Context: an optimization exercise on an open-source flow, tuned for small area. The choices shown serve that exercise and are no tape-out recipe. Function was checked by simulation only, so behaviour that the tests miss may differ from the original. No activity file was given, so power comes from the tool's default toggle rates. The flow treats the clock pin as an ideal source, which a real chip does not have.

Setup of main:
// spi_eeprom_slave
module spi_eeprom_slave #(
  parameter int AW      = 7,
  parameter int PAGE_AW = 4
) (
  input  logic clk,
  input  logic rst,
  input  logic sck,
  input  logic csn,
  input  logic mosi,
  output logic miso,
  output logic miso_oe,
  output logic wel
);
  localparam int NL = 64;    
  localparam int LW = 16;    
  typedef enum logic [3:0] {
    IDLE   = 4'd0,
    CMD    = 4'd1,
    ADDR_R = 4'd2,
    ADDR_W = 4'd3,
    WR0    = 4'd4,    
    WR1    = 4'd5,    
    IGN    = 4'd6,
    IGN_S  = 4'd7,    
    IGN_C  = 4'd8,    
    RD     = 4'd12,
    ST     = 4'd13
  } state_t;
  logic [2:0]      sck_q;
  logic [1:0]      csn_q;
  logic [1:0]      mosi_q;
  state_t          state_q;
  logic [2:0]      bit_cnt_q;
  logic [6:0]      shift_q;
  logic [AW-1:0]   addr_q;
  logic            miso_q;
  logic            wel_q;
  logic [3:0]      phase_q;
  logic            fill_q;
  logic            wv_q;
  logic [7:0]      wbuf_q;
  logic            near_q;
  logic [LW-1:0]   loop_q [NL];
  logic            sck_rise;
  logic            sck_fall;
  ...
Size: roughly 1,700 cells after synthesis, about 1,100 flip-flops, roughly 26,000 µm² of cells after synthesis.
Settings: LEC_CHECK=0, CAP_MARGIN=20, CORE_MARGIN=2, CORE_UTILIZATION=40, CTS_BUF_LIST=sky130_fd_sc_hd__clkbuf_16, CTS_CLUSTER_DIAMETER=70, CTS_CLUSTER_SIZE=26, SLEW_MARGIN=20, SYNTH_HIERARCHICAL=1, SYNTH_MINIMUM_KEEP_SIZE=0; clock period 8.0 ns.
run.sh (not shown) runs the stock make flow with config.mk's settings and CLKGATE_MAP_FILE= SYNTH_SCRIPT=/design/flow/synth_recipe.tcl, a recipe that flattens the netlist after the stock synthesis.
--- input diff main..the feature branch ---
Settings: CTS_CLUSTER_SIZE: 26 -> 30; CTS_CLUSTER_DIAMETER: 70 -> 80.
--- outcome ---
Summary of the feature branch over main: clock power share now sits lower, final weighted congestion in routability-driven placement essentially unchanged, average wire length per cell after detail routing held steady. Core utilization, main and the feature branch: smaller value in the feature branch. Summary: with main as the reference, net switching power figure in the feature branch moved down slightly. The feature branch against main: number of DRC violations after detailed-routing iteration 0 now smaller, final standard cell count with taps included and fillers excluded shows a reduction of 0.30%, antenna diode count about even. The combinational cell fraction of total power on the feature branch is in line with that on main. Per the comparison of the feature branch with main, total power now smaller; setup slack now smaller.

* * *

Another version of the RTL of spi_eeprom_slave (not shown whole).
Size: roughly 1700 cells after synthesis, ~1100 flip-flops, roughly 0.026 mm2 of cells after synthesis.
Settings: LEC_CHECK=0, CAP_MARGIN=20, CORE_MARGIN=2, CORE_UTILIZATION=40, CTS_BUF_LIST=sky130_fd_sc_hd__clkbuf_16, CTS_CLUSTER_DIAMETER=80, CTS_CLUSTER_SIZE=30, SLEW_MARGIN=20, SYNTH_HIERARCHICAL=1, SYNTH_MINIMUM_KEEP_SIZE=0; clock period 8.0 ns.
standard.sh (not shown) runs the stock make flow with config.mk's settings and CLKGATE_MAP_FILE= SYNTH_SCRIPT=/design/flow/synth_recipe.tcl, a recipe that flattens the netlist after the stock synthesis.
==> flow/flow/run.sh <==
#!/bin/bash
# The standard layout (standard.sh), with clock tree synthesis told not to add dummy
# loads for balancing: clkbuf_16 buffers, sink clusters of at most 32 flip-flops within
# 90 um. Everything else, synthesis included, is the standard flow.
set -euo pipefail
export CTS_ARGS="-sink_clustering_enable -repair_clock_nets -buf_list sky130_fd_sc_hd__clkbuf_16 -sink_clustering_size 32 -sink_clustering_max_diameter 90 -dont_use_dummy_load"
bash standard.sh finish > standard_flow.log 2>&1
==> next run, changes <==
==> flow/flow/run.sh (replaced) <==
#!/bin/bash
# The standard layout (standard.sh) with two changes:
#  - clock tree synthesis adds no dummy loads for balancing and uses clkbuf_16 buffers
#    on sink clusters of at most 32 flip-flops within 90 um;
#  - the buffer that global placement puts on every input and output port is buf_1.
# Everything else, synthesis included, is the standard flow.
set -euo pipefail
export CTS_ARGS="-sink_clustering_enable -repair_clock_nets -buf_list sky130_fd_sc_hd__clkbuf_16 -sink_clustering_size 32 -sink_clustering_max_diameter 90 -dont_use_dummy_load"
export BUFFER_PORTS_ARGS="-buffer_cell sky130_fd_sc_hd__buf_1"
bash standard.sh finish > standard_flow.log 2>&1
=> First-iteration DRC count went up by 16%; maximum frequency came out higher by 1.3%; worst hold slack degrades by 0.0039 ns; non-clock buffer count went down by 2; die area stays the same; worst setup slack improved by 0.066 ns; via count increases by 0.92%; routed wire length hardly moves; cell area stays flat; core utilization hardly moves.
==> next run, changes <==
==> flow/run.sh (new file) <==
#!/bin/bash
# synth_recipe.tcl (not shown) runs the flow's synth.tcl, then flattens the netlist and writes it again
# the make line also repeats each setting of config.mk as NAME=value (left out here)
make -C /OpenROAD-flow-scripts/flow DESIGN_CONFIG=/design/flow/config.mk WORK_HOME=/design/flow/orfs CLKGATE_MAP_FILE= SYNTH_SCRIPT=/design/flow/synth_recipe.tcl finish
removed: flow/flow/run.sh
removed: flow/standard.sh
Result:
- synthesized area stays the same
- count of clock-buffer cells in the layout came out higher by 6
- clock skew came out lower by 0.026 ns
- worst setup slack is worse by 0.063 ns
- non-clock buffer count came out higher by 2
- routed wire length came out higher slightly
- global-route usage is about the same
- worst hold slack is better by 0.016 ns
- critical path depth is unchanged
==> next run, changes <==
==> flow/flow/run.sh (new file) <==
#!/bin/bash
# The standard layout (standard.sh), with clock tree synthesis told not to add dummy
# loads for balancing: clkbuf_16 buffers, sink clusters of at most 30 flip-flops within
# 80 um. Everything else, synthesis included, is the standard flow.
set -euo pipefail
export CTS_ARGS="-sink_clustering_enable -repair_clock_nets -buf_list sky130_fd_sc_hd__clkbuf_16 -sink_clustering_size 30 -sink_clustering_max_diameter 80 -dont_use_dummy_load"
bash standard.sh finish > standard_flow.log 2>&1
==> flow/standard.sh (new file) <==
#!/bin/bash
# synth_recipe.tcl (not shown) runs the flow's synth.tcl, then flattens the netlist and writes it again
# the make line also repeats each setting of config.mk as NAME=value (left out here)
make -C /OpenROAD-flow-scripts/flow DESIGN_CONFIG=/design/flow/config.mk WORK_HOME=/design/flow/orfs CLKGATE_MAP_FILE= SYNTH_SCRIPT=/design/flow/synth_recipe.tcl "${@:-finish}"
removed: flow/run.sh
The new run completed without violations.
Cell area goes down by 0.66%.
Synthesized cell count stays the same.
Cell count goes down by 0.46%.
Power goes down by 2.0%.
Sequential power is about the same.

-- afterwards: timing with drivers on the ports --
Ports are ideal in the flow. The routed layouts listed here were re-timed in OpenROAD.
Step 1 assumes that a clkbuf_16 drives the clock port and a buf_2 every other input.
Step 2 also shifts input and output timing later by t, the mid clock arrival at the registers, as if the neighbouring blocks saw the same clock.
a / b / c = ideal / step 1 / step 2; a / b = the first two.
| run | t (ns) | setup slack, ns | worst data-port slew with drivers (ns) |
|---|---|---|---|
| main | 0.657 | 2.546 / 2.546 / 2.546 | 0.07 |
| the feature branch | 0.656 | 2.395 / 2.395 / 2.395 | 0.07 |
| the first run of note 2 | 0.629 | 2.922 / 2.922 / 2.922 | 0.05 |
| the second run of note 2 | 0.637 | 2.988 / 2.988 / 2.988 | 0.03 |
| the third run of note 2 | 0.655 | 2.925 / 2.925 / 2.925 | 0.04 |
| the fourth run of note 2 | 0.630 | 2.937 / 2.937 / 2.937 | 0.05 |
After both steps setup and hold are still met in every run listed.
